This design comes from an exercise in tuning for small area, a short achievable clock period and few clock cycles per item on the open sky130 flow, not from production work. In this exercise RTL edits were held to simulation tests only and were not proved equivalent to the original.

## north
Design exec_cluster, start of the top module:
module exec_cluster (
  input  logic        clk,
  input  logic        rst_n,
  input  logic        in_valid,
  input  logic [6:0]  in_funct7,
  input  logic [2:0]  in_funct3,
  input  logic [31:0] in_a,
  input  logic [31:0] in_b,
  output logic        in_credit,
  input  logic        out_credit,
  output logic        out_valid,
  output logic [3:0]  out_tag,
  output logic [31:0] out_value
);
Size in the first run: roughly 120 I/O pins, roughly 38000 um^2 of cells after synthesis.
==> flow/config.mk <==
export PLATFORM = sky130hd
export DESIGN_NAME = exec_cluster
export DESIGN_NICKNAME = exec_cluster
export VERILOG_FILES = /design/flow/design.v
export SDC_FILE = /design/flow/constraint.sdc
export NUM_CORES = 4
export LEC_CHECK = 0
export CAP_MARGIN = 20
export CORE_MARGIN = 2
export CORE_UTILIZATION = 40
export PLACE_DENSITY = 0.6
export SETUP_SLACK_MARGIN = 3.0
export SLEW_MARGIN = 20
==> flow/constraint.sdc <==
create_clock -name core_clock -period 8.0 [get_ports {clk}]
set_input_delay 1.6000 -clock core_clock [delete_from_list [all_inputs] [get_ports {clk}]]
set_output_delay 1.6000 -clock core_clock [all_outputs]
set_load 0.01 [all_outputs]
standard.sh (not shown) runs the stock make flow with config.mk's settings and CLKGATE_MAP_FILE= SYNTH_SCRIPT=/design/flow/synth_recipe.tcl, a recipe that flattens the netlist after the stock synthesis.
==> flow/flow/run.sh <==
#!/bin/bash
set -euo pipefail
export BUFFER_PORTS_ARGS="-buffer_cell sky130_fd_sc_hd__buf_2"
bash standard.sh > standard_flow.log 2>&1
north: flow completed, timing, DRC and antenna clean
Testbench counts of north, summed over its fixed seeds: cycles 7,925, items 4,800.
Setup changes, north to south
==> flow/run.sh (new file) <==
#!/bin/bash
# synth_recipe.tcl (not shown) runs the flow's synth.tcl, then flattens the netlist and writes it again
# the make line also repeats each setting of config.mk as NAME=value (left out here)
make -C /OpenROAD-flow-scripts/flow DESIGN_CONFIG=/design/flow/config.mk WORK_HOME=/design/flow/orfs CLKGATE_MAP_FILE= SYNTH_SCRIPT=/design/flow/synth_recipe.tcl finish
removed: flow/flow/run.sh
removed: flow/standard.sh
--- outcome ---
- The core of south is more densely filled than that of north.
- Summary — quantity of gates resized following cts, south relative to north: lower, by 20.
What east does differently from south at the input level:
- putting ABC_AREA at 1 where nothing was set
==> notes.md <==
| number of cell instances on the worst register-to-register path | higher: east |. Routability congestion estimate ended up 5.9% higher on east than on south. south → east: total number of cells along the worst setup path shrank by 6, fmax held steady. Against south, east reports a total clock buffers created by CTS that is higher. south has a lower total routed wirelength than east.
What west does differently from east at the input level:
- swapping 3.0 for 3.5 in SETUP_SLACK_MARGIN
- clearing ABC_AREA, which used to be 1
Notes after the runs:
- west finished every stage and its layout cleared the timing, design-rule and antenna checks.
- west vs east: multiplexer share of the synthesized area up in west
- When the final numbers for east and west were put side by side, the global routing usage on met2 turned out to be smaller in west.
- Compared with east, in west non-clock buffering overhead in the final layout increased by 1.8 points relative to the old numbers, die width climbed 0.63%.

---

Setup of old:
exec_cluster again, from the RTL that the note above started with.
Settings: LEC_CHECK=0, CAP_MARGIN=20, CORE_MARGIN=2, CORE_UTILIZATION=50, PLACE_DENSITY=0.65, SETUP_SLACK_MARGIN=3.0, SLEW_MARGIN=20; clock period 8.0 ns.
run.sh (not shown) runs the stock make flow with config.mk's settings and CLKGATE_MAP_FILE= SYNTH_SCRIPT=/design/flow/synth_recipe.tcl, a recipe that flattens the netlist after the stock synthesis.
Stock flow here: none of the scripts above is used.
Testbench counts of old, summed over its fixed seeds: cycles 7,925, items 4,800.
Here is what was changed in the inputs of new compared with old.
Settings: swapping 0.65 for 0.6 in PLACE_DENSITY; swapping 20 for 5 in CAP_MARGIN; swapping 50 for 40 in CORE_UTILIZATION; swapping 20 for 5 in SLEW_MARGIN.
[summary]
Sequential portion of the cell area ends up lower on new.
Of new and old, it is new that has the lower number of cells on the critical path.
Of old and new, the higher final design area excluding fillers belongs to new.

==> static timing again, ports no longer ideal <==
Ports are ideal in the flow. The routed layouts listed here were re-timed in OpenROAD.
Step 1 sets driving cells, clkbuf_16 on the clock port and buf_2 on the other inputs (assumed; they add their load-dependent delay and slew).
Step 2 also shifts input and output timing later by t, the mid clock arrival at the registers, as if the neighbouring blocks saw the same clock.
Three values: ideal, step 1, step 2; two values: the first two.
run | t, ns | setup WS [ns] | clock arrival spread, ns
north | 0.723 | 2.891 / 2.891 / 2.891 | 0.050 / 0.050
south | 0.723 | 2.951 / 2.951 / 2.951 | 0.058 / 0.058
east | 0.731 | 2.948 / 2.877 / 3.084 | 0.081 / 0.080
west | 0.727 | 3.161 / 3.161 / 3.161 | 0.074 / 0.074
old | 0.726 | 2.712 / 2.712 / 2.712 | 0.083 / 0.082
new | 0.726 | 2.903 / 2.834 / 2.978 | 0.055 / 0.055
After both steps every run listed still meets setup and hold.
